Source: an optimization exercise on an open RTL-to-GDS flow (aim: small area, a short achievable clock period and few clock cycles). Production flows keep margins and buffers that such runs may drop. Only simulation tests tie the RTL to the original design; equivalence was not proved. Power is estimated from default activity; no workload was simulated.

### flow/run.sh
#!/bin/bash
# synth_recipe.tcl (not shown) runs the flow's synth.tcl, then flattens the netlist and writes it again
# the make line also repeats each setting of config.mk as NAME=value (left out here)
make -C /OpenROAD-flow-scripts/flow DESIGN_CONFIG=/design/flow/config.mk WORK_HOME=/design/flow/orfs CLKGATE_MAP_FILE= SYNTH_SCRIPT=/design/flow/synth_recipe.tcl finish
### flow/config.mk
export PLATFORM = sky130hd
export DESIGN_NAME = hilo_md_ctrl
export DESIGN_NICKNAME = hilo_md_ctrl
export VERILOG_FILES = /design/flow/design.v
export SDC_FILE = /design/flow/constraint.sdc
export NUM_CORES = 4
export LEC_CHECK = 0
export CAP_MARGIN = 20
export CORE_MARGIN = 2
export CORE_UTILIZATION = 40
export SETUP_SLACK_MARGIN = 4
export SLEW_MARGIN = 20
### flow/constraint.sdc
create_clock -name core_clock -period 11.0 [get_ports {clk_i}]
set_input_delay 2.2000 -clock core_clock [delete_from_list [all_inputs] [get_ports {clk_i}]]
set_output_delay 2.2000 -clock core_clock [all_outputs]
set_load 0.01 [all_outputs]
### flow/design.v
module hilo_md_ctrl #(
    parameter int MUL_K  = 8,
    parameter int DIV_R  = 2,
    parameter int DATA_W = 32
) (
    input  logic              clk_i,
    input  logic              reset_i,
    input  logic              md_valid_i,
    output logic              md_ready_o,
    input  logic [2:0]        md_op_i,
    input  logic [DATA_W-1:0] md_src0_i,
    input  logic [DATA_W-1:0] md_src1_i,
    input  logic              flush_i,
    output logic [DATA_W-1:0] hi_o,
    output logic [DATA_W-1:0] lo_o,
    output logic              md_busy_o,
    output logic              md_done_o
);
    localparam int W   = DATA_W;
    localparam int NCH = W / MUL_K + 1;        
    localparam int ND  = MUL_K / 2;            
    localparam int BW  = NCH * MUL_K + 1;      
    localparam int LW  = (W < 4) ? 2 : (W < 8) ? 3 : (W < 16) ? 4 : (W < 32) ? 5 : (W < 64) ? 6 : 7;
    localparam logic [2:0] OP_MULT  = 3'd1;
    localparam logic [2:0] OP_MULTU = 3'd2;
    localparam logic [2:0] OP_DIV   = 3'd3;
    localparam logic [2:0] OP_DIVU  = 3'd4;
    localparam logic [2:0] OP_MTHI  = 3'd5;
    localparam logic [2:0] OP_MTLO  = 3'd6;
    typedef enum logic [1:0] {IDLE, MUL, DIV, FIX} state_t;
    state_t              state_q;
    logic                done_q;
    logic [W-1:0]        hi_q, lo_q;
    logic [2*W-1:0]      acc_q;      
    logic [W:0]          mc_q;       
    logic [W:0]          b_q;        
    logic [NCH-1:0]      oh_q;       
    logic [LW-1:0]       cnt_q;      
    logic                qneg_q, rneg_q;
    logic is_signed, s0_neg, s1_neg, div0;
    logic [W-1:0] neg_a, neg_b, neg_ya, neg_yb;
    logic         neg_sa, neg_sb;
    assign is_signed = (md_op_i == OP_MULT) || (md_op_i == OP_DIV);
    assign s0_neg    = is_signed && md_src0_i[W-1];
    assign s1_neg    = is_signed && md_src1_i[W-1];
    assign div0      = (md_src1_i == '0);
    assign neg_a  = (state_q == FIX) ? acc_q[2*W-1:W] : md_src0_i;
    assign neg_b  = (state_q == FIX) ? acc_q[W-1:0]   : md_src1_i;
    assign neg_sa = (state_q == FIX) ? rneg_q : s0_neg;
    assign neg_sb = (state_q == FIX) ? qneg_q : s1_neg;
    assign neg_ya = neg_sa ? -neg_a : neg_a;
    assign neg_yb = neg_sb ? -neg_b : neg_b;
    logic [BW-1:0]  ax_in, bx_in;
    logic [NCH:0]   eqa_in, eqb_in;
    logic [NCH-1:0] oh_in;
    logic           swap;
    logic [W:0]     mc_in, mp_in;
    assign ax_in = {{(BW-W-1){s0_neg}}, md_src0_i, 1'b0};
    assign bx_in = {{(BW-W-1){s1_neg}}, md_src1_i, 1'b0};
    assign eqa_in[0]   = 1'b0;
    assign eqa_in[NCH] = 1'b1;
    assign eqb_in[0]   = 1'b0;
    assign eqb_in[NCH] = 1'b1;
    for (genvar j = 1; j < NCH; j++) begin : g_eq
        assign eqa_in[j] = (ax_in[BW-1:j*MUL_K] == '0) || (ax_in[BW-1:j*MUL_K] == '1);
        assign eqb_in[j] = (bx_in[BW-1:j*MUL_K] == '0) || (bx_in[BW-1:j*MUL_K] == '1);
    end
    assign swap  = |(eqa_in & ~eqb_in);
    assign oh_in = swap ? (eqa_in[NCH:1] & ~eqa_in[NCH-1:0]) : (eqb_in[NCH:1] & ~eqb_in[NCH-1:0]);
    assign mc_in = swap ? {s1_neg, md_src1_i} : {s0_neg, md_src0_i};
    assign mp_in = swap ? {s0_neg, md_src0_i} : {s1_neg, md_src1_i};
    logic [BW-1:0]     bx;
    logic [MUL_K:0]    chunk_nx, chunk_in;
    logic [ND-1:0]     one_q, two_q, neg_q, one_d, two_d, neg_d;
    logic [2*W-1:0]    acc_n;
    assign bx = {{(BW-W-1){b_q[W]}}, b_q, 1'b0};
    always_comb begin
        logic [BW-1:0] mx;
        mx = {{(BW-W-1){mp_in[W]}}, mp_in, 1'b0};
        chunk_nx = '0;
        chunk_in = '0;
        for (int j = 0; j < NCH - 1; j++) begin
            if (oh_q[j+1]) chunk_nx = chunk_nx | bx[j*MUL_K +: MUL_K+1];
        end
        for (int j = 0; j < NCH; j++) begin
            if (oh_in[j]) chunk_in = chunk_in | mx[j*MUL_K +: MUL_K+1];
        end
    end
    always_comb begin
        logic [MUL_K:0] c;
        logic           b0, b1, b2;
        c = (state_q == IDLE) ? chunk_in : chunk_nx;
        for (int i = 0; i < ND; i++) begin
            b0 = c[2*i];
            b1 = c[2*i+1];
            b2 = c[2*i+2];
            one_d[i] = b1 ^ b0;
            two_d[i] = (b2 & ~b1 & ~b0) | (~b2 & b1 & b0);
            neg_d[i] = b2 & ~(b1 & b0);
        end
    end
    logic [2*W-1:0] rows [ND];
    logic [MUL_K-1:0] negv;
    always_comb begin
        logic [W+1:0] mag;
        negv = '0;
        for (int i = 0; i < ND; i++) begin
            mag = ({(W+2){one_q[i]}} & {mc_q[W], mc_q}) | ({(W+2){two_q[i]}} & {mc_q, 1'b0});
            rows[i] = {{(W-2){neg_q[i] ^ mag[W+1]}}, {(W+2){neg_q[i]}} ^ mag} << (2*i);
            negv[2*i] = neg_q[i];
        end
    end
    logic [2*W-1:0] cs_s, cs_c;
    always_comb begin
        logic [2*W-1:0] x, y, z;
        x = {acc_q[2*W-1-MUL_K:0], negv};
        y = rows[0];
        for (int i = 1; i < ND; i++) begin
            z = rows[i];
            {x, y} = {x ^ y ^ z, ((x & y) | (x & z) | (y & z)) << 1};
        end
        cs_s = x;
        cs_c = y;
    end
    assign acc_n = cs_s + cs_c;
    logic [W-1:0]  xa, xb;
    logic [LW-1:0] la, lb, sh;
    logic          div_q0;
    logic [W:0]    dvs_in;
    logic [W:0] xa1;
    assign xa  = md_src0_i ^ {W{s0_neg}};
    assign xb  = md_src1_i ^ {W{s1_neg}};
    assign xa1 = s0_neg ? {xa, 1'b1} : {1'b0, xa};
    always_comb begin
        la = '0;
        lb = '0;
        for (int i = 0; i <= W; i++) begin
            if (xa1[i]) la = LW'(i + 1);
        end
        for (int i = 0; i < W; i++) begin
            if (xb[i]) lb = LW'(i + 1);
        end
    end
    assign div_q0 = la < lb;
    assign sh     = la - lb;
    assign dvs_in = (W+1)'(neg_yb) << sh;
    logic [W-1:0] rem_s [DIV_R+1];
    logic [W:0]   dvs_s [DIV_R+1];
    logic [W-1:0] quo_s [DIV_R+1];
    always_comb begin
        logic [W+1:0] diff;
        rem_s[0] = acc_q[2*W-1:W];
        quo_s[0] = acc_q[W-1:0];
        dvs_s[0] = b_q;
        for (int i = 0; i < DIV_R; i++) begin
            diff       = {2'b0, rem_s[i]} - {1'b0, dvs_s[i]};
            rem_s[i+1] = diff[W+1] ? rem_s[i] : diff[W-1:0];
            quo_s[i+1] = {quo_s[i][W-2:0], !diff[W+1]};
            dvs_s[i+1] = dvs_s[i] >> 1;
        end
    end
    logic [W-1:0] rem_f, quo_f;
    always_comb begin
        rem_f = rem_s[DIV_R];
        quo_f = quo_s[DIV_R];
        for (int i = 1; i < DIV_R; i++) begin
            if (cnt_q == LW'(i - 1)) begin
                rem_f = rem_s[i];
                quo_f = quo_s[i];
            end
        end
    end
    always_ff @(posedge clk_i) begin
        done_q <= 1'b0;
        if (reset_i) begin
            state_q <= IDLE;
            hi_q    <= '0;
            lo_q    <= '0;
        end else if (flush_i) begin
            state_q <= IDLE;
        end else begin
            unique case (state_q)
                IDLE: begin
                    if (md_valid_i) begin
                        qneg_q <= s0_neg ^ s1_neg;
                        rneg_q <= s0_neg;
                        unique case (md_op_i)
                            OP_MTHI: hi_q <= md_src0_i;
                            OP_MTLO: lo_q <= md_src0_i;
                            OP_MULT, OP_MULTU: begin
                                mc_q    <= mc_in;
                                b_q     <= mp_in;
                                oh_q    <= oh_in;
                                one_q   <= one_d;
                                two_q   <= two_d;
                                neg_q   <= neg_d;
                                acc_q   <= '0;
                                state_q <= MUL;
                            end
                            OP_DIV, OP_DIVU: begin
                                if (div0) begin
                                    hi_q   <= md_src0_i;
                                    lo_q   <= '1;
                                    done_q <= 1'b1;
                                end else if (div_q0) begin
                                    hi_q   <= md_src0_i;
                                    lo_q   <= '0;
                                    done_q <= 1'b1;
                                end else begin
                                    acc_q   <= {neg_ya, {W{1'b0}}};
                                    b_q     <= dvs_in;
                                    cnt_q   <= sh;
                                    state_q <= DIV;
                                end
                            end
                            default: ;
                        endcase
                    end
                end
                MUL: begin
                    acc_q <= acc_n;
                    oh_q  <= oh_q >> 1;
                    one_q <= one_d;
                    two_q <= two_d;
                    neg_q <= neg_d;
                    if (oh_q[0]) begin
                        {hi_q, lo_q} <= acc_n;
                        done_q       <= 1'b1;
                        state_q      <= IDLE;
                    end
                end
                DIV: begin
                    acc_q <= {rem_s[DIV_R], quo_s[DIV_R]};
                    b_q   <= dvs_s[DIV_R];
                    cnt_q <= cnt_q - LW'(DIV_R);
                    if (cnt_q < LW'(DIV_R)) begin
                        acc_q <= {rem_f, quo_f};
                        if (rneg_q || qneg_q) begin
                            state_q <= FIX;
                        end else begin
                            hi_q    <= rem_f;
                            lo_q    <= quo_f;
                            done_q  <= 1'b1;
                            state_q <= IDLE;
                        end
                    end
                end
                FIX: begin
                    hi_q    <= neg_ya;
                    lo_q    <= neg_yb;
                    done_q  <= 1'b1;
                    state_q <= IDLE;
                end
                default: state_q <= IDLE;
            endcase
        end
    end
    assign md_ready_o = (state_q == IDLE);
    assign md_busy_o  = (state_q != IDLE);
    assign md_done_o  = done_q;
    assign hi_o       = hi_q;
    assign lo_o       = lo_q;
endmodule
==> results of run 1 <==
power by group:
part	switching, mW	total, mW	leakage, nW	internal [mW]
clock	0.428	1.03	0.483	0.602
combinational	1.85	2.94	12.4	1.09
sequential	0.0516	0.992	1.97	0.941
layout make-up:
type | instances | area, sq um | area share
Timing Repair Buffer | 340 | 3610 | 0.0959
Clock buffer | 41 | 842 | 0.0224
Inverter | 297 | 1130 | 0.0301
Sequential cell | 222 | 6000 | 0.159
Clock inverter | 13 | 151 | 0.00402
Timing Repair inverter | 2 | 15.0 | 0.000399
Antenna cell | 7 | 17.5 | 0.000465
Tap cell | 1050 | 1310 | 0.0349
Multi-Input combinational cell | 3132 | 24600 | 0.653
metrics by stage:
step,cell area [sq um],utilization,hold slack (ps),worst slack [ps]
2_1_floorplan,31900,-,483,2930
3_3_place_gp,34000,0.431,504,1860
3_5_place_dp,34000,0.431,494,1670
4_1_cts,36000,0.456,510,4000
5_1_grt,37700,0.477,522,3700
6_report,37700,0.478,519,3820
layer usage:
metal / part of all wire / wire length [um]
met1: 0.39 / 57300
met2: 0.43 / 64300
met3: 0.098 / 14600
met4: 0.083 / 12300
met5: 0.00013 / 19
sequential cells by signal, indices dropped and copies added (netlist names):
name and cells:
mc_q 33, two_q 4, acc_q 64, done_q 1, neg_q 4, cnt_q 6
qneg_q 1, hi_q 32, state_q 2, lo_q 32, b_q 33, one_q 4
rneg_q 1, oh_q 5
repair_timing:
action / in CTS / in global routing
hold endpoints to repair: 0 / 0
setup buffers: 47 / 56
setup endpoints to repair: 246 / 240
resized for setup: 127 / 235
pin swaps: 29 / 92
cloned: 10 / 13
worst max-delay path: cells and delay by family:
kind,cells,cell delay [ps]
compound gates,5,1350
fa+ha+maj,1,290
simple gates,4,1380
buf+inv,4,1670
mux,1,560
kinds of logic after synthesis:
| kind of cell | after synthesis |
|---|---|
| AOI/OAI and AO/OA | 1238 |
| buffers and inverters | 624 |
| muxes | 207 |
| DFF | 222 |
| adders and majority gates | 326 |
| and+or+nand+nor | 1045 |
| xor gates and xnor gates | 314 |
worst max path at each step:
stage	endpoint	slack, ps	cells past startpoint
after floorplan	acc_q[0]$_DFFE_PP_	2930	28
after global placement	acc_q[20]$_DFFE_PP_	1860	30
after detailed placement	lo_q[27]$_SDFFE_PP0P_	1670	33
after CTS	acc_q[56]$_DFFE_PP_	4000	26
after global routing	acc_q[44]$_DFFE_PP_	3700	31
final	one_q[3]$_DFFE_PP_	3820	15
cell usage after synthesis, types with 12 or more instances:
library cell | n | area, sq um
sky130_fd_sc_hd__o21a_1 | 27 | 203
sky130_fd_sc_hd__and3_1 | 36 | 225
sky130_fd_sc_hd__nor3b_1 | 12 | 90.1
sky130_fd_sc_hd__nor2_1 | 299 | 1120
sky130_fd_sc_hd__o21ai_0 | 241 | 1210
sky130_fd_sc_hd__nor2b_1 | 39 | 244
sky130_fd_sc_hd__mux2i_1 | 148 | 1480
sky130_fd_sc_hd__nor4_1 | 15 | 93.8
sky130_fd_sc_hd__o21ai_1 | 16 | 80.1
sky130_fd_sc_hd__o22ai_1 | 47 | 294
sky130_fd_sc_hd__nor3_1 | 101 | 505
sky130_fd_sc_hd__o31ai_1 | 27 | 203
sky130_fd_sc_hd__and2_1 | 17 | 106
sky130_fd_sc_hd__buf_2 | 28 | 140
sky130_fd_sc_hd__nand3_1 | 58 | 290
sky130_fd_sc_hd__a211oi_1 | 26 | 195
sky130_fd_sc_hd__xnor2_1 | 158 | 1380
sky130_fd_sc_hd__edfxtp_1 | 155 | 4650
sky130_fd_sc_hd__fa_1 | 176 | 3520
sky130_fd_sc_hd__a31oi_1 | 39 | 244
sky130_fd_sc_hd__ha_1 | 150 | 1880
sky130_fd_sc_hd__a21o_1 | 92 | 691
sky130_fd_sc_hd__a2111oi_0 | 12 | 105
sky130_fd_sc_hd__mux2_2 | 58 | 653
sky130_fd_sc_hd__clkbuf_1 | 244 | 916
sky130_fd_sc_hd__nand2_1 | 309 | 1160
sky130_fd_sc_hd__nand4_1 | 37 | 231
sky130_fd_sc_hd__or3_1 | 23 | 144
sky130_fd_sc_hd__a21boi_0 | 13 | 97.6
sky130_fd_sc_hd__o221ai_1 | 13 | 114
sky130_fd_sc_hd__o211ai_1 | 19 | 143
sky130_fd_sc_hd__a311oi_1 | 27 | 236
sky130_fd_sc_hd__clkbuf_2 | 25 | 125
sky130_fd_sc_hd__o21bai_1 | 23 | 173
sky130_fd_sc_hd__a221oi_1 | 35 | 307
sky130_fd_sc_hd__or2_2 | 13 | 81.3
sky130_fd_sc_hd__xor2_1 | 156 | 1370
sky130_fd_sc_hd__a21oi_1 | 289 | 1450
sky130_fd_sc_hd__buf_1 | 22 | 82.6
sky130_fd_sc_hd__a22oi_1 | 181 | 1360
sky130_fd_sc_hd__nand2b_1 | 40 | 250
sky130_fd_sc_hd__inv_1 | 294 | 1100
sky130_fd_sc_hd__o32ai_1 | 12 | 105
sky130_fd_sc_hd__dfxtp_1 | 67 | 1340
==> reports/results.md, run 1 <==
| Result | This run |
| --- | --- |
| Max IR drop VDD | 117 uV |
| Cell area after synthesis | 0.0318 sq mm |
| Starting DRT DRC Count | 3951 |
| Slowest cell on the critical path | sky130_fd_sc_hd__clkdlybuf4s50_1 |
| Crit path required time | 11340 ps |
| HPWL Detailed | 108000 um |
| #FFs+latches synth | 222 |
| Count of final setup violators | 0 |
| Die height | 286 um |
| Post-detailed-route DRC marker count | 0 |
| Worst min path class | register to register |
| First-pass GRT wire length | 210000 um |
| Clock insertion delay at the later pin of the skew report | 600 ps |
| Number of antenna violations at the first check in global routing | 7 |
| CORE AREA | 0.0789 sq mm |
| Mux cell area share after synthesis | 0.0674 |
| Final period demand of the worst path | 7180 ps |
| Most used routing layer in global routing | met2 |
| Total detailed-routing wirelength | 149000 um |
| # nets final | 4421 |
| Sequential element share of the synthesized area | 0.188 |
| Commonest cells after routing, fill and taps aside | 293 x sky130_fd_sc_hd__inv_1, 293 x sky130_fd_sc_hd__nand2_1, 288 x sky130_fd_sc_hd__nor2_1 |
| Initial core utilization | 0.404 |
| Sum of negative setup slack | 0 ps |
| Total grt overflow | 0 |
| Final instance count without filler cells | 5104 |
| Via density per instance | 6.48 |
| CTS tree | done |
| Reg2Reg Launch Point | acc_q[33]$_DFFE_PP_ |
| MaxCap Viol Count | 0 |
| Number of failing hold endpoints at the final stage | 0 |
| Worst R2R Setup Slack | 3970 ps |
| Fraction of synthesized cell area in xor and xnor cells | 0.0864 |
| Hold path startpoint | hi_q[4]$_SDFFE_PP0P_ |
| Simple-gate area share of the yosys netlist | 0.155 |
| Maximum number of pins on one net before global-route repair | 67 |
| Detailed Routing Iterations Pass 1 | 6 |
| Setup Crit Path Kind | primary input to register |
| FILL cells | 7787 |
| Async set-or-reset flop fraction in the synthesized netlist | 0 |
| Layout Skew | 29.3 ps |
| Area growth from synthesis to final layout | 18.3% |
| Number of standard-cell rows in the floorplan | 103 |
| Max-Slew Margin vs Limit | 0.164 |
| Startpoint class of the critical path | primary input |
| Slew at the pin closest to its max-slew limit | 1250 ps |
| Vias post-DR | 33085 |
| Share of post-route cells with drive strength above 1 | 0.130 |
| Main combinational cell family by area after synthesis | compound AO/OA/AOI/OAI gates |
| IO Port Bufs | 137 |
| Number of levels the H-tree was split into | 1 |
| Crit Path Max Fanout | 42 |
| Count of nets left with antenna violations after detail routing | 0 |
| Total power per unit cell area | 132 mW/mm^2 |
| Met1 demand-to-capacity share in global routing | 0.443 |
| CTS clk-pin slew, worst paths | 60 ps |
| Global-route track usage on met3 | 0.0617 |
| Power Total | 4.96 mW |
| Mean area per synthesized cell | 8.01 sq um |
| Worst R2R Path Depth | 30 |
| Adder-Cell Fraction of Synth Area | 0.170 |
| Hold buffers post-CTS | 0 |
| Cell depth of the worst min-delay path | 2 |
| Endpoint of the worst register-to-register path | lo_q[0]$_SDFFE_PP0P_ |
| Total I/O pin count | 138 |
| Cells traversed along the worst timing path | clkdlybuf4s50_1, nor2_2, nand3_1, nor4_4, and4_1, a21oi_1, a221o_2, a21oi_4, buf_4, buf_8, mux2i_1, o22ai_1, o31ai_2, inv_1, ha_1 |
| Total count of max-transition violations in the final report | 0 |
| Global routing met2 resource utilization | 0.538 |
| Top flip-flop cell by instance count after synthesis | sky130_fd_sc_hd__edfxtp_1 |
| Vias in the first global route | 30812 |
| Compound-gate portion of the synthesized area | 0.256 |
| Overall die width | 286 um |
| Yosys synthesis warning count | 5 |
| Pleak | 14.9 nW |
| Biggest cell delay along the critical path | 720 ps |
| Peak clock frequency supported by timing | 139 MHz |
| EDFF count, synth | 155 |
| Net count after synthesis | 4373 |
| Period utilization | 0.653 |
| Clk sinks | 222 |
| Maximum buffer depth of the clock tree | 3 |
| Weighted congestion at the end of routability-driven global placement | 1.04 |
| Average detailed-routed wire length per instance | 29.1 um |
| Root cell of the clock tree | sky130_fd_sc_hd__clkbuf_16 |
| CP startpoint | md_src1_i[28] |
| TritonCTS Buffers | 29 |
| Placed cell count | 4916 |
| Global-route usage over all layers | 0.346 |
| Post-synth cell types | 98 |
| Hold Path End | hi_q[4]$_SDFFE_PP0P_ |
| Arrival time at the worst endpoint | 7530 ps |
| Area of the die | 0.0819 sq mm |
| Gate count after technology mapping | 3976 |
| RSZ-0062 raised after global routing | true |
| Result of the run | timing/DRC/antenna clean |
| Endpoint class of the critical path | register |
Testbench counts, summed over its fixed seeds: cycles 11,514.
==> run 2: changes to the inputs <==
--- a/flow/design.v
+++ b/flow/design.v
@@ -99,28 +99,44 @@
             neg_d[i] = b2 & ~(b1 & b0);
         end
     end
-    logic [2*W-1:0] rows [ND];
+    localparam logic [2*W-1:0] ROWS_EXCESS = (2*W)'(((1 << (2*ND)) - 1) / 3) << (W+1);
+    localparam logic [2*W-1:0] ROWS_FIX    = ~ROWS_EXCESS + (2*W)'(1);
+    logic [2*W-1:0] rows [ND+2];
     logic [MUL_K-1:0] negv;
     always_comb begin
-        logic [W+1:0] mag;
+        logic [W+1:0] mag, r;
         negv = '0;
         for (int i = 0; i < ND; i++) begin
             mag = ({(W+2){one_q[i]}} & {mc_q[W], mc_q}) | ({(W+2){two_q[i]}} & {mc_q, 1'b0});
-            rows[i] = {{(W-2){neg_q[i] ^ mag[W+1]}}, {(W+2){neg_q[i]}} ^ mag} << (2*i);
+            r   = {(W+2){neg_q[i]}} ^ mag;
+            rows[i] = (2*W)'({~r[W+1], r[W:0]}) << (2*i);
             negv[2*i] = neg_q[i];
         end
-    end
+        rows[ND]   = ROWS_FIX;
+        rows[ND+1] = {acc_q[2*W-1-MUL_K:0], negv};
+    end
+    function automatic logic [4*W-1:0] csa(input logic [2*W-1:0] a, input logic [2*W-1:0] b,
+                                           input logic [2*W-1:0] c);
+        csa = {a ^ b ^ c, ((a & b) | (a & c) | (b & c)) << 1};
+    endfunction
     logic [2*W-1:0] cs_s, cs_c;
-    always_comb begin
-        logic [2*W-1:0] x, y, z;
-        x = {acc_q[2*W-1-MUL_K:0], negv};
-        y = rows[0];
-        for (int i = 1; i < ND; i++) begin
-            z = rows[i];
-            {x, y} = {x ^ y ^ z, ((x & y) | (x & z) | (y & z)) << 1};
-        end
-        cs_s = x;
-        cs_c = y;
+    if (ND == 4) begin : g_tree6
+        logic [2*W-1:0] a0, a1, b0, b1, c0, c1, d0, d1;
+        assign {a0, a1} = csa(rows[0], rows[1], rows[2]);
+        assign {b0, b1} = csa(rows[3], rows[4], rows[5]);
+        assign {c0, c1} = csa(a0, a1, b0);
+        assign {d0, d1} = csa(c0, c1, b1);
+        assign cs_s = d0;
+        assign cs_c = d1;
+    end else begin : g_chain
+        always_comb begin
+            logic [2*W-1:0] x, y;
+            x = rows[0];
+            y = rows[1];
+            for (int i = 2; i < ND + 2; i++) {x, y} = csa(x, y, rows[i]);
+            cs_s = x;
+            cs_c = y;
+        end
     end
     assign acc_n = cs_s + cs_c;
     logic [W-1:0]  xa, xb;
--- a/flow/config.mk
+++ b/flow/config.mk
@@ -5,8 +5,9 @@
 export SDC_FILE = /design/flow/constraint.sdc
 export NUM_CORES = 4
 export LEC_CHECK = 0
+export ABC_AREA = 1
 export CAP_MARGIN = 20
 export CORE_MARGIN = 2
 export CORE_UTILIZATION = 40
-export SETUP_SLACK_MARGIN = 4
+export SETUP_SLACK_MARGIN = 5
 export SLEW_MARGIN = 20
==> run 2 against run 1 <==
Against the previous run: synthesized cell count up 19%; final area rose by 3.4%; wire length up 6.0%; first-iteration DRC count increased by 20%; global-route usage grew 2.7 points; final cell count up 18%; count of clock-buffer cells in the layout down 8; flip-flop and latch count did not move; critical path depth shrank 2; register-to-register slack improved by 1100 ps.
==> reports/results.md, run 2 <==
| Result | This run | Change |
| --- | --- | --- |
| Post-detailed-route DRC marker count | 0 | unchanged |
| Maximum number of pins on one net before global-route repair | 61 | -9.0% |
| Setup Crit Path Kind | primary input to register |  |
| CORE AREA | 0.0773 sq mm | -1.9% |
| Period utilization | 0.603 | -0.0499 |
| Global-route usage over all layers | 0.373 | +0.0269 |
| Average detailed-routed wire length per instance | 26.3 um | -9.8% |
| Most frequently used cell type in the post-synthesis netlist | sky130_fd_sc_hd__nand2_1 |  |
| Proportion of power drawn by flip-flops and latches | 0.189 | -0.011 |
| Startpoint class of the critical path | primary input |  |
| IO Port Bufs | 137 | unchanged |
| Final period demand of the worst path | 6640 ps | -549 ps |
| Hold buffers post-CTS | 0 | unchanged |
| Critical path's most frequent cell | sky130_fd_sc_hd__inv_1 |  |
| Total power per unit cell area | 134 mW/mm^2 | +1.5% |
| Internal power | 2.68 mW | +1.8% |
| Number of failing hold endpoints at the final stage | 0 | unchanged |
| Regs by FF count | acc_q x64, b_q x33, mc_q x33 |  |
| Mean area per synthesized cell | 6.60 sq um | -18% |
| Via density per instance | 6.02 | -7.2% |
| Flip-flop count of the largest register, all copies and words added | 64 | unchanged |
| FILL cells | 7779 | -0.10% |
| Slew at the pin closest to its max-slew limit | 1180 ps | -68.5 ps |
| Largest reg by FF count | acc_q |  |
| Worst min path class | register to register |  |
| Most frequent cells after synthesis | 957 x sky130_fd_sc_hd__nand2_1, 680 x sky130_fd_sc_hd__inv_1, 511 x sky130_fd_sc_hd__o21ai_0 |  |
| Crit Path Max Fanout | 46 | +9.5% |
| Clk sinks | 222 | unchanged |
| CTS clk-pin slew, worst paths | 70 ps | about the same |
| Cell depth of the worst min-delay path | 2 | unchanged |
| Biggest cell delay along the critical path | 680 ps | -40 ps |
| MaxCap Viol Count | 0 | unchanged |
| Max IR drop VDD | 107 uV | -8.4% |
| Fraction of power consumed by combinational cells | 0.610 | +0.017 |
| TritonCTS Buffers | 26 | -10% |
| Worst R2R Path Depth | 33 | +10% |
| EDFF count, synth | 155 | unchanged |
| Area growth from synthesis to final layout | 25.0% |  |
| Sequential element share of the synthesized area | 0.192 | +0.00412 |
| Yosys synthesis warning count | 5 | unchanged |
| Final design instance area without fill | 0.0390 sq mm | +3.4% |
| Root cell of the clock tree | sky130_fd_sc_hd__clkbuf_16 |  |
| Most area-consuming cells after synthesis | sky130_fd_sc_hd__edfxtp_1 15%, sky130_fd_sc_hd__nand2_1 12%, sky130_fd_sc_hd__ha_1 8.6% |  |
| Total I/O pin count | 138 | unchanged |
| Number of standard-cell rows in the floorplan | 102 | -0.97% |
| Pleak | 16.9 nW | +14% |
| Vias in the first global route | 33116 | +7.5% |
| Overall die width | 283 um | -1.1% |
| Cell area after synthesis | 0.0312 sq mm | -2.1% |
| Detailed Routing Iterations Pass 1 | 7 | +1 |
| RSZ-0062 raised after global routing | true |  |
| Commonest cells after routing, fill and taps aside | 882 x sky130_fd_sc_hd__nand2_1, 642 x sky130_fd_sc_hd__inv_1, 411 x sky130_fd_sc_hd__o21ai_0 |  |
| Endpoint class of the critical path | register |  |
| Net count after synthesis | 5100 | +17% |
| Post-synth cell types | 75 | -23% |
| Power Total | 5.21 mW | +5.0% |
| First-pass GRT wire length | 224000 um | +6.4% |
| Cells traversed along the worst timing path | clkdlybuf4s50_1, inv_1, nand4_1, nor4_1, a21o_1, inv_1, a22oi_1, nand3_4, buf_6, o21ai_0, a21oi_1, a32oi_2, ha_1 |  |
| # nets final | 5315 | +20% |
| Maximum buffer depth of the clock tree | 3 | unchanged |
| Share of post-route cells with drive strength above 1 | 0.155 | +0.0250 |
| Switching power | 2.53 mW | +8.6% |
| Total detailed-routing wirelength | 158000 um | +6.0% |
| Arrival time at the worst endpoint | 6970 ps | -560 ps |
| Count of final setup violators | 0 | unchanged |
| Total grt overflow | 0 | unchanged |
| Most frequent standard cell in the layout excluding fill and tap cells | sky130_fd_sc_hd__nand2_1 |  |
| Number of levels the H-tree was split into | 1 | unchanged |
| Crit path required time | 11340 ps | about the same |
| Layout Skew | 33.3 ps | +4.09 ps |
| Weighted congestion at the end of routability-driven global placement | 1.04 | +0.11% |
| Clock insertion delay at the later pin of the skew report | 600 ps | about the same |
| Relative contribution of the clock network to total power | 0.201 | -0.007 |
| CTS tree | done |  |
| Total count of max-transition violations in the final report | 0 | unchanged |
| Top flip-flop cell by instance count after synthesis | sky130_fd_sc_hd__edfxtp_1 |  |
| Async set-or-reset flop fraction in the synthesized netlist | 0 | unchanged |
| Peak clock frequency supported by timing | 151 MHz | +8.3% |
| HPWL Detailed | 116000 um | +8.3% |
| Die height | 283 um | -1.1% |
| Cell area after placement | 0.0334 sq mm | -1.6% |
| Vias post-DR | 36093 | +9.1% |
| Initial core utilization | 0.403 | -0.000821 |
| Sum of negative setup slack | 0 ps | unchanged |
| Switching portion of total power | 0.486 | +0.0162 |
| Gate count after technology mapping | 4719 | +19% |
| Max-Slew Margin vs Limit | 0.210 | +0.0464 |
| Starting DRT DRC Count | 4760 | +20% |
| Fraction of post-synthesis cell area in the top cell type by area | 0.149 | +0.00320 |
| Library cell with the largest summed area after synthesis | sky130_fd_sc_hd__edfxtp_1 |  |
| Slowest cell on the critical path | sky130_fd_sc_hd__a22oi_1 |  |
| Area of the die | 0.0802 sq mm | -2.1% |
| Count of nets left with antenna violations after detail routing | 0 | unchanged |
| Number of antenna violations at the first check in global routing | 7 | unchanged |
| #FFs+latches synth | 222 | unchanged |
| Result of the run | timing/DRC/antenna clean |  |
## run 2: area by class of cell
| cell class | count | area (sq um) | area share |
|---|---|---|---|
| clock inverters | 15 | 258 | 0.00661 |
| multi-input cells | 3591 | 23400 | 0.600 |
| diodes | 4 | 10.0 | 0.000257 |
| well taps | 1040 | 1300 | 0.0334 |
| inverters | 704 | 2760 | 0.0708 |
| repair buffers | 373 | 4350 | 0.112 |
| flip-flops and latches | 222 | 6000 | 0.154 |
| clock buffers | 33 | 718 | 0.0184 |
| repair inverters | 16 | 211 | 0.00543 |
## run 2: routing by layer
| layer | vias to the layer above | track usage | part of all wire |
|---|---|---|---|
| met5 | - | 0 | 0.00015 |
| met4 | 4 | 0.176 | 0.063 |
| met3 | 472 | 0.0870 | 0.13 |
| met2 | 2405 | 0.563 | 0.42 |
| met1 | 16919 | 0.502 | 0.39 |
| li1 | 16293 | - | - |
## run 2: timing repair
action,4_1_cts,5_1_grt
gates cloned,38,12
buffers inserted,91,79
endpoints found under the setup margin,263,251
pin swaps,94,105
resized for setup,473,263
## run 2: metrics by stage
stage,utilization,worst slack (ps),cells,hold slack [ps]
2_1_floorplan,-,3250,4719,490
4_1_cts,0.480,4540,5903,462
3_3_place_gp,0.432,2030,5725,452
5_1_grt,0.504,4100,5995,484
3_5_place_dp,0.432,1920,5726,455
6_report,0.504,4360,5998,465
## run 2: final timing paths
kind                         startpoint                     to  slack, ps
setup / recovery          md_src1_i[24]     one_q[3]$_DFFE_PP_       4360
hold / removal    hi_q[19]$_SDFFE_PP0P_  hi_q[19]$_SDFFE_PP0P_        470
setup reg to reg    acc_q[32]$_DFFE_PP_  hi_q[18]$_SDFFE_PP0P_       5050
hold reg to reg   hi_q[19]$_SDFFE_PP0P_  hi_q[19]$_SDFFE_PP0P_        470
## run 2: kinds of logic (layout without fill, tap and decap cells)
group	count (synthesis)	after routing	synth area share
mux	9	9	0.00329
xor+xnor	282	282	0.0797
simple gates	1581	1589	0.211
flops	222	222	0.192
fa+ha+maj	310	310	0.148
other cells	0	4	0
buf+inv	914	1141	0.115
compound gates	1401	1401	0.251
## run 2: critical path: cells and delay by family
family,cells,cell delay (ps)
adders and majority gates,1,330
AOI/OAI and AO/OA,5,2090
and+or+nand+nor,3,1040
buffers and inverters,4,1300
## run 2: power groups by stage
stage	combinational, mW	sequential, mW	clock (mW)
2_1_floorplan	1.70	0.987	0
3_3_place_gp	2.49	1.00	0
3_5_place_dp	2.49	1.00	0
4_1_cts	2.82	0.984	1.04
5_1_grt	3.43	0.988	1.07
6_report	3.18	0.987	1.05
Testbench counts of run 2, summed over its fixed seeds: cycles 11,514.
==> run 3: changes to the inputs <==
--- a/flow/design.v
+++ b/flow/design.v
@@ -1,6 +1,5 @@
 module hilo_md_ctrl #(
     parameter int MUL_K  = 8,
-    parameter int DIV_R  = 2,
     parameter int DATA_W = 32
 ) (
     input  logic              clk_i,
@@ -33,7 +32,7 @@
     logic [W-1:0]        hi_q, lo_q;
     logic [2*W-1:0]      acc_q;      
     logic [W:0]          mc_q;       
-    logic [W:0]          b_q;        
+    logic [W+1:0]        b_q;        
     logic [NCH-1:0]      oh_q;       
     logic [LW-1:0]       cnt_q;      
     logic                qneg_q, rneg_q;
@@ -48,8 +47,8 @@
     assign neg_b  = (state_q == FIX) ? acc_q[W-1:0]   : md_src1_i;
     assign neg_sa = (state_q == FIX) ? rneg_q : s0_neg;
     assign neg_sb = (state_q == FIX) ? qneg_q : s1_neg;
-    assign neg_ya = neg_sa ? -neg_a : neg_a;
-    assign neg_yb = neg_sb ? -neg_b : neg_b;
+    padd #(.N(W)) u_nega (.a(neg_a ^ {W{neg_sa}}), .b('0), .ci(neg_sa), .s(neg_ya), .co());
+    padd #(.N(W)) u_negb (.a(neg_b ^ {W{neg_sb}}), .b('0), .ci(neg_sb), .s(neg_yb), .co());
     logic [BW-1:0]  ax_in, bx_in;
     logic [NCH:0]   eqa_in, eqb_in;
     logic [NCH-1:0] oh_in;
@@ -73,7 +72,7 @@
     logic [MUL_K:0]    chunk_nx, chunk_in;
     logic [ND-1:0]     one_q, two_q, neg_q, one_d, two_d, neg_d;
     logic [2*W-1:0]    acc_n;
-    assign bx = {{(BW-W-1){b_q[W]}}, b_q, 1'b0};
+    assign bx = {{(BW-W-1){b_q[W]}}, b_q[W:0], 1'b0};
     always_comb begin
         logic [BW-1:0] mx;
         mx = {{(BW-W-1){mp_in[W]}}, mp_in, 1'b0};
@@ -138,53 +137,40 @@
             cs_c = y;
         end
     end
-    assign acc_n = cs_s + cs_c;
+    padd #(.N(2*W)) u_cpa (.a(cs_s), .b(cs_c), .ci(1'b0), .s(acc_n), .co());
     logic [W-1:0]  xa, xb;
     logic [LW-1:0] la, lb, sh;
     logic          div_q0;
-    logic [W:0]    dvs_in;
-    logic [W:0] xa1;
+    logic [W+1:0]  dvs_in;
+    logic [LW-1:0] sh_e;
+    localparam int LV = LW;                    
+    logic [W:0]        xa1;
+    logic [(1<<LV)-1:0] xa_v, xb_v;
+    logic [LV-1:0]     ia, ib;
     assign xa  = md_src0_i ^ {W{s0_neg}};
     assign xb  = md_src1_i ^ {W{s1_neg}};
     assign xa1 = s0_neg ? {xa, 1'b1} : {1'b0, xa};
-    always_comb begin
-        la = '0;
-        lb = '0;
-        for (int i = 0; i <= W; i++) begin
-            if (xa1[i]) la = LW'(i + 1);
-        end
-        for (int i = 0; i < W; i++) begin
-            if (xb[i]) lb = LW'(i + 1);
-        end
-    end
-    assign div_q0 = la < lb;
-    assign sh     = la - lb;
-    assign dvs_in = (W+1)'(neg_yb) << sh;
-    logic [W-1:0] rem_s [DIV_R+1];
-    logic [W:0]   dvs_s [DIV_R+1];
-    logic [W-1:0] quo_s [DIV_R+1];
-    always_comb begin
-        logic [W+1:0] diff;
-        rem_s[0] = acc_q[2*W-1:W];
-        quo_s[0] = acc_q[W-1:0];
-        dvs_s[0] = b_q;
-        for (int i = 0; i < DIV_R; i++) begin
-            diff       = {2'b0, rem_s[i]} - {1'b0, dvs_s[i]};
-            rem_s[i+1] = diff[W+1] ? rem_s[i] : diff[W-1:0];
-            quo_s[i+1] = {quo_s[i][W-2:0], !diff[W+1]};
-            dvs_s[i+1] = dvs_s[i] >> 1;
-        end
-    end
-    logic [W-1:0] rem_f, quo_f;
-    always_comb begin
-        rem_f = rem_s[DIV_R];
-        quo_f = quo_s[DIV_R];
-        for (int i = 1; i < DIV_R; i++) begin
-            if (cnt_q == LW'(i - 1)) begin
-                rem_f = rem_s[i];
-                quo_f = quo_s[i];
-            end
-        end
+    assign xa_v = (1<<LV)'({xa1, 1'b1});
+    assign xb_v = (1<<LV)'({xb, 1'b1});
+    msb_idx #(.LV(LV)) u_ia (.x(xa_v), .idx(ia));
+    msb_idx #(.LV(LV)) u_ib (.x(xb_v), .idx(ib));
+    assign la = LW'(ia);
+    assign lb = LW'(ib);
+    assign {div_q0, sh} = {1'b0, la} - {1'b0, lb};
+    assign sh_e   = sh | LW'(1);
+    assign dvs_in = (W+2)'(neg_yb) << sh_e;
+    logic [W-1:0] rem_s [3];
+    logic [W+1:0] dvs_s [3];
+    logic [W-1:0] quo_s [3];
+    logic [W+2:0] diff  [2];
+    assign rem_s[0] = acc_q[2*W-1:W];
+    assign quo_s[0] = acc_q[W-1:0];
+    assign dvs_s[0] = b_q;
+    for (genvar i = 0; i < 2; i++) begin : g_dstep
+        padd #(.N(W+3)) u_sub (.a({3'b0, rem_s[i]}), .b(~{1'b0, dvs_s[i]}), .ci(1'b1), .s(diff[i]), .co());
+        assign rem_s[i+1] = diff[i][W+2] ? rem_s[i] : diff[i][W-1:0];
+        assign quo_s[i+1] = {quo_s[i][W-2:0], !diff[i][W+2]};
+        assign dvs_s[i+1] = dvs_s[i] >> 1;
     end
     always_ff @(posedge clk_i) begin
         done_q <= 1'b0;
@@ -205,7 +191,7 @@
                             OP_MTLO: lo_q <= md_src0_i;
                             OP_MULT, OP_MULTU: begin
                                 mc_q    <= mc_in;
-                                b_q     <= mp_in;
+                                b_q     <= (W+2)'(mp_in);
                                 oh_q    <= oh_in;
                                 one_q   <= one_d;
                                 two_q   <= two_d;
@@ -225,7 +211,7 @@
                                 end else begin
                                     acc_q   <= {neg_ya, {W{1'b0}}};
                                     b_q     <= dvs_in;
-                                    cnt_q   <= sh;
+                                    cnt_q   <= sh_e >> 1;
                                     state_q <= DIV;
                                 end
                             end
@@ -246,16 +232,15 @@
                     end
                 end
                 DIV: begin
-                    acc_q <= {rem_s[DIV_R], quo_s[DIV_R]};
-                    b_q   <= dvs_s[DIV_R];
-                    cnt_q <= cnt_q - LW'(DIV_R);
-                    if (cnt_q < LW'(DIV_R)) begin
-                        acc_q <= {rem_f, quo_f};
+                    acc_q <= {rem_s[2], quo_s[2]};
+                    b_q   <= dvs_s[2];
+                    cnt_q <= cnt_q - LW'(1);
+                    if (cnt_q == '0) begin
                         if (rneg_q || qneg_q) begin
                             state_q <= FIX;
                         end else begin
-                            hi_q    <= rem_f;
-                            lo_q    <= quo_f;
+                            hi_q    <= rem_s[2];
+                            lo_q    <= quo_s[2];
                             done_q  <= 1'b1;
                             state_q <= IDLE;
                         end
@@ -277,3 +262,100 @@
     assign hi_o       = hi_q;
     assign lo_o       = lo_q;
 endmodule
+module msb_idx #(
+    parameter int LV = 6
+) (
+    input  logic [(1<<LV)-1:0] x,
+    output logic [LV-1:0]      idx
+);
+    localparam int N = 1 << LV;
+    logic [N-1:0]  nz  [LV+1];
+    logic [LV-1:0] pos [LV+1][N];
+    always_comb begin
+        for (int i = 0; i < N; i++) begin
+            nz[0][i]  = x[i];
+            pos[0][i] = '0;
+        end
+        for (int l = 0; l < LV; l++) begin
+            for (int i = 0; i < (N >> (l + 1)); i++) begin
+                nz[l+1][i]     = nz[l][2*i+1] | nz[l][2*i];
+                pos[l+1][i]    = nz[l][2*i+1] ? pos[l][2*i+1] : pos[l][2*i];
+                pos[l+1][i][l] = nz[l][2*i+1];
+            end
+            for (int i = (N >> (l + 1)); i < N; i++) begin
+                nz[l+1][i]  = 1'b0;
+                pos[l+1][i] = '0;
+            end
+        end
+        idx = pos[LV][0];
+    end
+endmodule
+module padd #(
+    parameter int N   = 32,
+    parameter int SKL = 0
+) (
+    input  logic [N-1:0] a,
+    input  logic [N-1:0] b,
+    input  logic         ci,
+    output logic [N-1:0] s,
+    output logic         co
+);
+    localparam int L = (N <= 2) ? 1 : (N <= 4) ? 2 : (N <= 8) ? 3 : (N <= 16) ? 4 :
+                       (N <= 32) ? 5 : (N <= 64) ? 6 : 7;
+    localparam int M = 1 << L;
+    logic [M-1:0] g [2*L+1];
+    logic [M-1:0] p [2*L+1];
+    logic [M-1:0] p0;
+    always_comb begin
+        g[0] = '0;
+        p[0] = '0;
+        g[0][N-1:0] = a & b;
+        p[0][N-1:0] = a ^ b;
+        p0 = p[0];
+        g[0][0] = (a[0] & b[0]) | (p0[0] & ci);
+        for (int l = 1; l <= 2*L; l++) begin
+            g[l] = g[l-1];
+            p[l] = p[l-1];
+        end
+        if (SKL == 0) begin
+            for (int l = 0; l < L; l++) begin
+                for (int i = 0; i < M; i++) begin
+                    if ((i % (2 << l)) == (2 << l) - 1) begin
+                        g[l+1][i] = g[l][i] | (p[l][i] & g[l][i - (1 << l)]);
+                        p[l+1][i] = p[l][i] & p[l][i - (1 << l)];
+                    end else begin
+                        g[l+1][i] = g[l][i];
+                        p[l+1][i] = p[l][i];
+                    end
+                end
+            end
+            for (int l = L - 2; l >= 0; l--) begin
+                for (int i = 0; i < M; i++) begin
+                    if ((i % (2 << l)) == (1 << l) - 1 && i >= (2 << l)) begin
+                        g[2*L-1-l][i] = g[2*L-2-l][i] | (p[2*L-2-l][i] & g[2*L-2-l][i - (1 << l)]);
+                        p[2*L-1-l][i] = p[2*L-2-l][i] & p[2*L-2-l][i - (1 << l)];
+                    end else begin
+                        g[2*L-1-l][i] = g[2*L-2-l][i];
+                        p[2*L-1-l][i] = p[2*L-2-l][i];
+                    end
+                end
+            end
+            g[2*L] = g[2*L-1];
+        end else begin
+            for (int l = 0; l < L; l++) begin
+                for (int i = 0; i < M; i++) begin
+                    if ((i >> l) % 2 == 1) begin
+                        g[l+1][i] = g[l][i] | (p[l][i] & g[l][((i >> l) << l) - 1]);
+                        p[l+1][i] = p[l][i] & p[l][((i >> l) << l) - 1];
+                    end else begin
+                        g[l+1][i] = g[l][i];
+                        p[l+1][i] = p[l][i];
+                    end
+                end
+            end
+            g[2*L] = g[L];
+        end
+        s  = p0[N-1:0] ^ {g[2*L][N-2:0], ci};
+        co = g[2*L][N-1];
+    end
+endmodule
--- a/flow/config.mk
+++ b/flow/config.mk
@@ -8,6 +8,6 @@
 export ABC_AREA = 1
 export CAP_MARGIN = 20
 export CORE_MARGIN = 2
-export CORE_UTILIZATION = 40
+export CORE_UTILIZATION = 70
 export SETUP_SLACK_MARGIN = 5
 export SLEW_MARGIN = 20
==> run 3 against run 2 <==
Against the previous run: the flow now stops in global routing (5_1_grt); area after synthesis shrank 3.9%; synthesized cell count shrank 11%.
==> reports/results.md, run 3 <==
| Result | This run | Change |
| --- | --- | --- |
| Placed cell count | 4727 | -17% |
| Result of the run | stopped before the end |  |
| Number of standard-cell rows in the floorplan | 75 | -26% |
| Hold buffers post-CTS | 0 | unchanged |
| HPWL Detailed | 95800 um | -18% |
| Maximum buffer depth of the clock tree | 3 | unchanged |
| Simple-gate area share of the yosys netlist | 0.245 | +0.0331 |
| Cell area after synthesis | 0.0299 sq mm | -3.9% |
| First-pass GRT wire length | 257000 um |  |
| Library cell with the largest summed area after synthesis | sky130_fd_sc_hd__edfxtp_1 |  |
| Stop Error | [ERROR GRT-0116] Global routing finished with congestion. Check the congestion regions in the DRC Viewer. |  |
| Mux cell area share after synthesis | 0 | -0.00329 |
| Main combinational cell family by area after synthesis | simple AND/OR/NAND/NOR gates |  |
| Die height | 211 um | -26% |
| Weighted congestion at the end of routability-driven global placement | 1.15 | +10% |
| Mean area per synthesized cell | 7.10 sq um | +7.4% |
| Async set-or-reset flop fraction in the synthesized netlist | 0 | unchanged |
| Number of levels the H-tree was split into | 1 | unchanged |
| EDFF count, synth | 156 | +0.65% |
| IO Port Bufs | 137 | unchanged |
| Most area-consuming cells after synthesis | sky130_fd_sc_hd__edfxtp_1 16%, sky130_fd_sc_hd__nand2_1 13%, sky130_fd_sc_hd__fa_1 10% |  |
| Clk sinks | 223 | +0.45% |
| Net count after synthesis | 4688 | -8.1% |
| Most frequently used cell type in the post-synthesis netlist | sky130_fd_sc_hd__nand2_1 |  |
| Maximum number of pins on one net before global-route repair | 92 |  |
| #FFs+latches synth | 223 | +0.45% |
| TritonCTS Buffers | 27 | +3.8% |
| Overall die width | 211 um | -26% |
| Top flip-flop cell by instance count after synthesis | sky130_fd_sc_hd__edfxtp_1 |  |
| Global-route usage over all layers | 0.798 |  |
| Yosys synthesis warning count | 22 | +17 |
| Total I/O pin count | 138 | unchanged |
| Fail Step | global routing (5_1_grt) |  |
| Worst setup slack before clock tree synthesis | 2490 ps | +565 ps |
| Most frequent cells after synthesis | 1021 x sky130_fd_sc_hd__nand2_1, 568 x sky130_fd_sc_hd__inv_1, 357 x sky130_fd_sc_hd__o21ai_0 |  |
| Post-synth cell types | 59 | -21% |
| Sequential element share of the synthesized area | 0.201 | +0.00887 |
| Adder-Cell Fraction of Synth Area | 0.205 | +0.0574 |
| Fraction of synthesized cell area in xor and xnor cells | 0.0842 | +0.00443 |
| Gate count after technology mapping | 4220 | -11% |
| Initial core utilization | 0.712 | +0.309 |
| Vias in the first global route | 39033 |  |
| Compound-gate portion of the synthesized area | 0.159 | -0.0924 |
| Total grt overflow | 37 |  |
| Fraction of post-synthesis cell area in the top cell type by area | 0.156 | +0.00711 |
| Root cell of the clock tree | sky130_fd_sc_hd__clkbuf_16 |  |
==> run 3: worst max-delay path by stage <==
stage                  start             endpoint  slack (ps)
2_1_floorplan     md_op_i[2]   acc_q[0]$_DFFE_PP_        4370
3_3_place_gp   md_src0_i[31]    b_q[24]$_DFFE_PP_        2530
3_5_place_dp   md_src0_i[31]    b_q[18]$_DFFE_PP_        2490
4_1_cts           md_op_i[0]  acc_q[51]$_DFFE_PP_        4960
==> run 3: metal layers <==
layer  track usage  overflow
met2         0.913        19
met3         0.704         3
met4         0.706        13
met5         0.505         1
met1         0.822         1
==> run 3: power by group through the flow <==
stage	Sequential (mW)	Clock [mW]	Combinational, mW
2_1_floorplan	0.989	0	1.33
3_3_place_gp	0.991	0	1.91
3_5_place_dp	0.992	0	2.00
4_1_cts	0.975	0.947	2.22
==> run 3: stage by stage <==
step / util / area (sq um)
2_1_floorplan: - / 30000
3_3_place_gp: 0.748 / 31400
3_5_place_dp: 0.748 / 31400
4_1_cts: 0.809 / 34000
==> run 3: cell families after synthesis <==
kind of cell    after synthesis
compound gates              838
xor+xnor                    283
fa+ha+maj                   397
buf+inv                     798
flops                       223
simple gates               1681
==> run 3: timing repair <==
| action | CTS |
|---|---|
| endpoints found under the setup margin | 299 |
| setup buffers | 89 |
| resized for setup | 187 |
| gates cloned | 15 |
| pin swaps | 41 |
Testbench counts of run 3, summed over its fixed seeds: cycles 11,514.
==> run 4: changes to the inputs <==
--- a/flow/design.v
+++ b/flow/design.v
@@ -172,6 +172,27 @@
         assign quo_s[i+1] = {quo_s[i][W-2:0], !diff[i][W+2]};
         assign dvs_s[i+1] = dvs_s[i] >> 1;
     end
+    logic is_div_op;
+    assign is_div_op = (md_op_i == OP_DIV) || (md_op_i == OP_DIVU);
+    always_ff @(posedge clk_i) begin
+        one_q <= one_d;
+        two_q <= two_d;
+        neg_q <= neg_d;
+        if (state_q == IDLE) begin
+            acc_q  <= is_div_op ? {neg_ya, {W{1'b0}}} : '0;
+            oh_q   <= oh_in;
+            cnt_q  <= sh_e >> 1;
+            mc_q   <= mc_in;
+            b_q    <= is_div_op ? dvs_in : (W+2)'(mp_in);
+            qneg_q <= s0_neg ^ s1_neg;
+            rneg_q <= s0_neg;
+        end else begin
+            acc_q <= (state_q == MUL) ? acc_n : {rem_s[2], quo_s[2]};
+            oh_q  <= oh_q >> 1;
+            cnt_q <= cnt_q - LW'(1);
+            if (state_q != MUL) b_q <= dvs_s[2];
+        end
+    end
     always_ff @(posedge clk_i) begin
         done_q <= 1'b0;
         if (reset_i) begin
@@ -184,21 +205,10 @@
             unique case (state_q)
                 IDLE: begin
                     if (md_valid_i) begin
-                        qneg_q <= s0_neg ^ s1_neg;
-                        rneg_q <= s0_neg;
                         unique case (md_op_i)
                             OP_MTHI: hi_q <= md_src0_i;
                             OP_MTLO: lo_q <= md_src0_i;
-                            OP_MULT, OP_MULTU: begin
-                                mc_q    <= mc_in;
-                                b_q     <= (W+2)'(mp_in);
-                                oh_q    <= oh_in;
-                                one_q   <= one_d;
-                                two_q   <= two_d;
-                                neg_q   <= neg_d;
-                                acc_q   <= '0;
-                                state_q <= MUL;
-                            end
+                            OP_MULT, OP_MULTU: state_q <= MUL;
                             OP_DIV, OP_DIVU: begin
                                 if (div0) begin
                                     hi_q   <= md_src0_i;
@@ -209,9 +219,6 @@
                                     lo_q   <= '0;
                                     done_q <= 1'b1;
                                 end else begin
-                                    acc_q   <= {neg_ya, {W{1'b0}}};
-                                    b_q     <= dvs_in;
-                                    cnt_q   <= sh_e >> 1;
                                     state_q <= DIV;
                                 end
                             end
@@ -220,11 +227,6 @@
                     end
                 end
                 MUL: begin
-                    acc_q <= acc_n;
-                    oh_q  <= oh_q >> 1;
-                    one_q <= one_d;
-                    two_q <= two_d;
-                    neg_q <= neg_d;
                     if (oh_q[0]) begin
                         {hi_q, lo_q} <= acc_n;
                         done_q       <= 1'b1;
@@ -232,9 +234,6 @@
                     end
                 end
                 DIV: begin
-                    acc_q <= {rem_s[2], quo_s[2]};
-                    b_q   <= dvs_s[2];
-                    cnt_q <= cnt_q - LW'(1);
                     if (cnt_q == '0) begin
                         if (rneg_q || qneg_q) begin
                             state_q <= FIX;
--- a/flow/config.mk
+++ b/flow/config.mk
@@ -8,6 +8,6 @@
 export ABC_AREA = 1
 export CAP_MARGIN = 20
 export CORE_MARGIN = 2
-export CORE_UTILIZATION = 70
+export CORE_UTILIZATION = 60
 export SETUP_SLACK_MARGIN = 5
 export SLEW_MARGIN = 20
==> run 4 against run 3 <==
Against the previous run: the run now finishes clean; area after synthesis down 4.5%; synthesized cell count shrank 2.3%.
==> reports/results.md, run 4 <==
| Result | This run | Change |
| --- | --- | --- |
| Result of the run | timing/DRC/antenna clean |  |
| Peak clock frequency supported by timing | 165 MHz |  |
| Die height | 222 um | +5.4% |
| Endpoint class of the critical path | register |  |
| IO Port Bufs | 137 | unchanged |
| First-pass GRT wire length | 177000 um |  |
| CTS tree | done |  |
| Top flip-flop cell by instance count after synthesis | sky130_fd_sc_hd__dfxtp_1 |  |
| Via density per instance | 6.42 |  |
| Number of standard-cell rows in the floorplan | 79 | +5.3% |
| Worst R2R Path Depth | 25 |  |
| Setup Crit Path Kind | primary input to register |  |
| Cell depth of the worst min-delay path | 1 |  |
| Worst min path class | register to register |  |
| Worst Slack Setup Final | 4950 ps |  |
| Total count of max-transition violations in the final report | 0 |  |
| Most frequently used cell type in the post-synthesis netlist | sky130_fd_sc_hd__nand2_1 |  |
| Area growth from synthesis to final layout | 14.9% |  |
| Post-synth cell types | 64 | +8.5% |
| Global-route usage over all layers | 0.472 |  |
| TritonCTS Buffers | 28 | +3.7% |
| Total power per unit cell area | 382 mW/mm^2 |  |
| Mean area per synthesized cell | 6.94 sq um | -2.2% |
| EDFF count, synth | 69 | -56% |
| Max IR drop VDD | 382 uV |  |
| Commonest cells after routing, fill and taps aside | 1110 x sky130_fd_sc_hd__nand2_1, 412 x sky130_fd_sc_hd__inv_1, 273 x sky130_fd_sc_hd__o21ai_0 |  |
| Pleak | 15.4 nW |  |
| Smallest hold slack | 447 ps |  |
| Flip-flop count of the largest register, all copies and words added | 64 |  |
| HPWL Detailed | 88000 um | -8.1% |
| Cell area after synthesis | 0.0286 sq mm | -4.5% |
| Share of post-route cells with drive strength above 1 | 0.0955 |  |
| Most frequent cells after synthesis | 1121 x sky130_fd_sc_hd__nand2_1, 448 x sky130_fd_sc_hd__inv_1, 302 x sky130_fd_sc_hd__o21ai_0 |  |
| Total detailed-routing wirelength | 123000 um |  |
| Detailed Routing Iterations Pass 1 | 7 |  |
| Gate count after technology mapping | 4121 | -2.3% |
| Most frequent standard cell in the layout excluding fill and tap cells | sky130_fd_sc_hd__nand2_1 |  |
| Final period demand of the worst path | 6050 ps |  |
| MaxCap Viol Count | 0 |  |
| Biggest cell delay along the critical path | 770 ps |  |
| Vias post-DR | 31132 |  |
| Area of the die | 0.0494 sq mm |  |
| Library cell with the largest summed area after synthesis | sky130_fd_sc_hd__nand2_1 |  |
| Count of nets left with antenna violations after detail routing | 0 |  |
| Net count after synthesis | 4589 | -2.1% |
| Final core utilization | 0.703 |  |
| Average detailed-routed wire length per instance | 25.3 um |  |
| Layout Skew | 28.6 ps |  |
| Starting DRT DRC Count | 4831 |  |
| Post-detailed-route DRC marker count | 0 |  |
| # nets final | 4687 |  |
| Fraction of post-synthesis cell area in the top cell type by area | 0.147 | -0.00929 |
| Combined area of the multi-input logic cells | 0.0212 sq mm |  |
| Maximum number of pins on one net before global-route repair | 75 |  |
| Number of failing hold endpoints at the final stage | 0 |  |
| Cells traversed along the worst timing path | clkdlybuf4s50_1, clkinvlp_4, buf_4, nand3_1, nor3_2, a21oi_2, inv_2, a21oi_2, nand3_4, buf_12, o21ai_0, nand2_1, nand3_1, nor2_1, nor2_2, ha_1 |  |
| FILL cells | 4041 |  |
| Root cell of the clock tree | sky130_fd_sc_hd__clkbuf_16 |  |
| Placed cell count | 4700 | -0.57% |
| Number of antenna violations at the first check in global routing | 4 |  |
| Async set-or-reset flop fraction in the synthesized netlist | 0 | unchanged |
| Yosys synthesis warning count | 22 | unchanged |
| Clk sinks | 223 | unchanged |
| Crit Path Max Fanout | 69 |  |
| Area taken by flip-flops and latches | 0.00516 sq mm |  |
| Slowest cell on the critical path | sky130_fd_sc_hd__o21ai_0 |  |
| Count of final setup violators | 0 |  |
| Vias in the first global route | 28103 |  |
| Slew at the pin closest to its max-slew limit | 1310 ps |  |
| Total grt overflow | 0 |  |
| RSZ-0062 raised after global routing | true |  |
| Most area-consuming cells after synthesis | sky130_fd_sc_hd__nand2_1 15%, sky130_fd_sc_hd__fa_1 11%, sky130_fd_sc_hd__dfxtp_1 11% |  |
| Max-Slew Margin vs Limit | 0.127 |  |
| Startpoint class of the critical path | primary input |  |
| Maximum buffer depth of the clock tree | 3 | unchanged |
| Arrival time at the worst endpoint | 6510 ps |  |
| Sum of negative setup slack | 0 ps |  |
| CTS clk-pin slew, worst paths | 60 ps |  |
| Period utilization | 0.550 |  |
| Worst setup slack before clock tree synthesis | 2610 ps | +122 ps |
| CORE AREA | 0.0468 sq mm |  |
| Weighted congestion at the end of routability-driven global placement | 1.10 | -4.1% |
| Initial core utilization | 0.612 | -0.101 |
| #FFs+latches synth | 223 | unchanged |
| Largest reg by FF count | acc_q |  |
| Sequential element share of the synthesized area | 0.180 | -0.0210 |
| Overall die width | 222 um | +5.4% |
| Crit path required time | 11460 ps |  |
| Clock insertion delay at the later pin of the skew report | 610 ps |  |
| Total I/O pin count | 138 | unchanged |
| Number of levels the H-tree was split into | 1 | unchanged |
| Final instance count without filler cells | 4852 |  |
| Regs by FF count | acc_q x64, b_q x34, mc_q x33 |  |
## run 4: what timing repair did
| action | 4_1_cts | 5_1_grt |
|---|---|---|
| setup buffers | 24 | 48 |
| gates resized for setup | 97 | 155 |
| gates cloned | 13 | 11 |
| pin swaps | 13 | 24 |
| hold buffers | 0 | 0 |
| endpoints found under the setup margin | 150 | 143 |
## run 4: stage by stage
stage                     power, mW  instance area (sq um)
after detailed placement       10.5                  30100
after global placement         10.3                  30100
after floorplan                8.05                  28600
after global routing           13.8                  32900
final                          12.6                  32900
after CTS                      11.9                  31800
## run 4: kinds of logic after synthesis
| family | Yosys count | share of synthesized area |
|---|---|---|
| adders and majority gates | 397 | 0.215 |
| DFF | 223 | 0.180 |
| AOI/OAI and AO/OA | 864 | 0.171 |
| muxes | 3 | 0.00105 |
| buffers and inverters | 681 | 0.0970 |
| xor gates and xnor gates | 278 | 0.0859 |
| and+or+nand+nor | 1675 | 0.250 |
## run 4: path summary, 6_finish.rpt
kind	from	to	slack, ps
setup / recovery	md_src0_i[25]	one_q[2]$_DFF_P_	4950
hold / removal	cnt_q[0]$_DFF_P_	cnt_q[0]$_DFF_P_	450
setup reg to reg	neg_q[1]$_DFF_P_	hi_q[21]$_SDFFE_PP0P_	5160
hold reg to reg	cnt_q[0]$_DFF_P_	cnt_q[0]$_DFF_P_	450
## run 4: critical path, delay by kind of cell
family                     cells  cell delay [ps]
AOI/OAI and AO/OA              3             1250
adders and majority gates      1              270
buffers and inverters          5             1680
and+or+nand+nor                7             1090
## run 4: per-layer routing
metal  up-vias  global-route usage  part of all wire
li1      13886                   -                 -
met2      2360               0.671              0.40
met3       503               0.156              0.16
met5         -                   0                 0
met1     14383               0.628              0.37
met4         0               0.267             0.073
## run 4: power by group
group,switching [mW],leakage (nW),internal (mW)
combinational,6.13,12.9,4.20
clock,0.414,0.502,0.658
sequential,0.165,2.01,1.00
## run 4: cell type report
type,count,area share
Timing Repair inverter,2,0.000495
Clock inverter,17,0.00834
Multi-Input combinational cell,3229,0.647
Antenna cell,4,0.000305
Clock buffer,35,0.0234
Sequential cell,223,0.157
Timing Repair Buffer,262,0.0827
Tap cell,607,0.0231
Inverter,473,0.0581
Testbench counts of run 4, summed over its fixed seeds: cycles 11,514.
==> run 5: changes to the inputs <==
--- a/flow/config.mk
+++ b/flow/config.mk
@@ -9,5 +9,7 @@
 export CAP_MARGIN = 20
 export CORE_MARGIN = 2
 export CORE_UTILIZATION = 60
+export CTS_BUF_LIST = sky130_fd_sc_hd__clkbuf_4
+export PLACE_DENSITY = 0.75
 export SETUP_SLACK_MARGIN = 5
 export SLEW_MARGIN = 20
==> run 5 against run 4 <==
Against the previous run: still clean; area after synthesis is the same; fmax grew 1.8%; clock skew grew 80 ps; critical path type unchanged; critical endpoint unchanged; largest cell class unchanged.
==> reports/results.md, run 5 <==
| Result | This run | Change |
| --- | --- | --- |
| Number of levels the H-tree was split into | 3 | +2 |
| Die height | 222 um | unchanged |
| Gate count after technology mapping | 4121 | unchanged |
| Biggest cell delay along the critical path | 840 ps | +70 ps |
| Mean area per synthesized cell | 6.94 sq um | unchanged |
| Total count of max-transition violations in the final report | 0 | unchanged |
| Setup Crit Path Kind | primary input to register |  |
| Power Total | 12.9 mW | +2.6% |
| Flip-flop count of the largest register, all copies and words added | 64 | unchanged |
| Most frequent cells after synthesis | 1121 x sky130_fd_sc_hd__nand2_1, 448 x sky130_fd_sc_hd__inv_1, 302 x sky130_fd_sc_hd__o21ai_0 |  |
| Pleak | 15.1 nW | -1.4% |
| Net count after synthesis | 4589 | unchanged |
| Clk sinks | 223 | unchanged |
| Regs by FF count | acc_q x64, b_q x34, mc_q x33 |  |
| Area of the die | 0.0494 sq mm | unchanged |
| Sum of negative setup slack | 0 ps | unchanged |
| Via density per instance | 6.40 | -0.26% |
| Fraction of post-synthesis cell area in the top cell type by area | 0.147 | unchanged |
| Final instance count without filler cells | 4874 | +0.45% |
| Final design instance area without fill | 0.0324 sq mm | -1.3% |
| Clock insertion delay at the later pin of the skew report | 900 ps | +290 ps |
| CORE AREA | 0.0468 sq mm | unchanged |
| First-pass GRT wire length | 176000 um | -0.45% |
| Placed cell count | 4706 | +0.13% |
| Largest reg by FF count | acc_q |  |
| Reg2Reg Launch Point | one_q[1]$_DFF_P_ |  |
| CTS clk-pin slew, worst paths | 60 ps | about the same |
| Number of antenna violations at the first check in global routing | 6 | +2 |
| Endpoint class of the critical path | register |  |
| # nets final | 4684 | -0.064% |
| Startpoint class of the critical path | primary input |  |
| Count of nets left with antenna violations after detail routing | 0 | unchanged |
| Hold buffers post-CTS | 0 | unchanged |
| Vias post-DR | 31192 | +0.19% |
| Post-synth cell types | 64 | unchanged |
| Total grt overflow | 0 | unchanged |
| Average detailed-routed wire length per instance | 24.9 um | -1.6% |
| Slew at the pin closest to its max-slew limit | 1120 ps | -189 ps |
| Share of post-route cells with drive strength above 1 | 0.101 | +0.00537 |
| Top flip-flop cell by instance count after synthesis | sky130_fd_sc_hd__dfxtp_1 |  |
| Cell area after placement | 0.0302 sq mm | +0.17% |
| Async set-or-reset flop fraction in the synthesized netlist | 0 | unchanged |
| Number of standard-cell rows in the floorplan | 79 | unchanged |
| Crit path required time | 11720 ps | +260 ps |
| Result of the run | timing/DRC/antenna clean |  |
| Total power per unit cell area | 397 mW/mm^2 | +3.9% |
| Yosys synthesis warning count | 22 | unchanged |
| Total I/O pin count | 138 | unchanged |
| Cell area after synthesis | 0.0286 sq mm | unchanged |
-- run 5: layer usage --
metal / share of wire / GRT usage / vias to the layer above / routed length [um]
li1: - / - / 13895 / -
met1: 0.38 / 0.634 / 14405 / 45600
met2: 0.40 / 0.669 / 2357 / 48900
met3: 0.15 / 0.142 / 529 / 17800
met4: 0.073 / 0.279 / 6 / 8850
met5: 0.00047 / 0 / - / 57
-- run 5: through the flow --
| stage | utilization | worst slack (ps) |
|---|---|---|
| 2_1_floorplan | - | 5160 |
| 3_3_place_gp | 0.645 | 2790 |
| 3_5_place_dp | 0.645 | 2710 |
| 4_1_cts | 0.671 | 5000 |
| 5_1_grt | 0.694 | 4830 |
| 6_report | 0.694 | 5060 |
-- run 5: area by class of cell --
type | instances | area [sq um] | area share
tap | 607 | 759 | 0.0234
antenna | 4 | 10.0 | 0.000309
timing repair buffer | 223 | 2290 | 0.0705
clock inverter | 22 | 201 | 0.00621
multi-input combinational | 3226 | 21400 | 0.661
clock buffer | 95 | 713 | 0.0220
timing repair inverter | 1 | 8.76 | 0.000270
sequential | 223 | 5170 | 0.159
inverter | 473 | 1850 | 0.0571
-- run 5: how the worst min path moves through the flow --
stage,startpoint,to,slack (ps),depth (start not counted)
5_1_grt,cnt_q[0]$_DFF_P_,cnt_q[0]$_DFF_P_,470,1
4_1_cts,cnt_q[0]$_DFF_P_,cnt_q[0]$_DFF_P_,450,1
3_3_place_gp,cnt_q[0]$_DFF_P_,cnt_q[0]$_DFF_P_,430,1
2_1_floorplan,cnt_q[0]$_DFF_P_,cnt_q[0]$_DFF_P_,410,1
3_5_place_dp,cnt_q[0]$_DFF_P_,cnt_q[0]$_DFF_P_,440,1
6_report,cnt_q[0]$_DFF_P_,cnt_q[0]$_DFF_P_,440,1
-- run 5: logic make-up (layout without fill, tap and decap cells) --
family                   Yosys count  count (layout)  share of synthesized area
XOR/XNOR                         278             278                     0.0859
AND/OR/NAND/NOR                 1675            1684                      0.250
flip-flops                       223             223                      0.180
buffers and inverters            681             814                     0.0970
adder cells (fa/ha/maj)          397             397                      0.215
other                              0               4                          0
AO/OA/AOI/OAI                    864             864                      0.171
multiplexers                       3               3                    0.00105
-- run 5: report_power, final --
group	leakage (nW)	switching (mW)	internal (mW)
logic	12.6	6.33	4.47
registers	2.01	0.165	1.00
clock network	0.525	0.436	0.492
total	15.1	6.93	5.96
-- run 5: critical path, delay by kind of cell --
family | cells | cell delay [ps]
adder cells (fa/ha/maj) | 1 | 260
AND/OR/NAND/NOR | 9 | 2150
AO/OA/AOI/OAI | 2 | 610
buffers and inverters | 4 | 1420
-- run 5: what timing repair did --
action / 4_1_cts / 5_1_grt
hold endpoints to repair: 0 / 0
pin swaps: 7 / 53
endpoints found under the setup margin: 147 / 134
gates resized for setup: 46 / 171
gates cloned: 6 / 10
setup buffers: 9 / 22

==> what the ideal ports hide <==
How much do the figures lean on ideal ports? The routed layouts below were timed once more, with nothing changed but the port constraints. Step 1, drivers: a clkbuf_16 drives clk_i and a buf_2 each remaining input, both assumed. Step 2 times the ports against the registers' clock, not the clock port: input delays grow and output delays shrink by t, the midpoint of the rising clock arrivals with the driver on. a / b / c = no drivers / after step 1 / after step 2; a / b = the first two.
run | t, ns | setup slack, ns
run 1 | 0.653 | 3.816 / 3.863 / 3.210
run 2 | 0.641 | 4.365 / 4.400 / 3.759
run 4 | 0.655 | 4.947 / 4.987 / 4.332
run 5 | 0.907 | 5.055 / 5.071 / 4.175
After both steps every run listed still meets setup and hold.
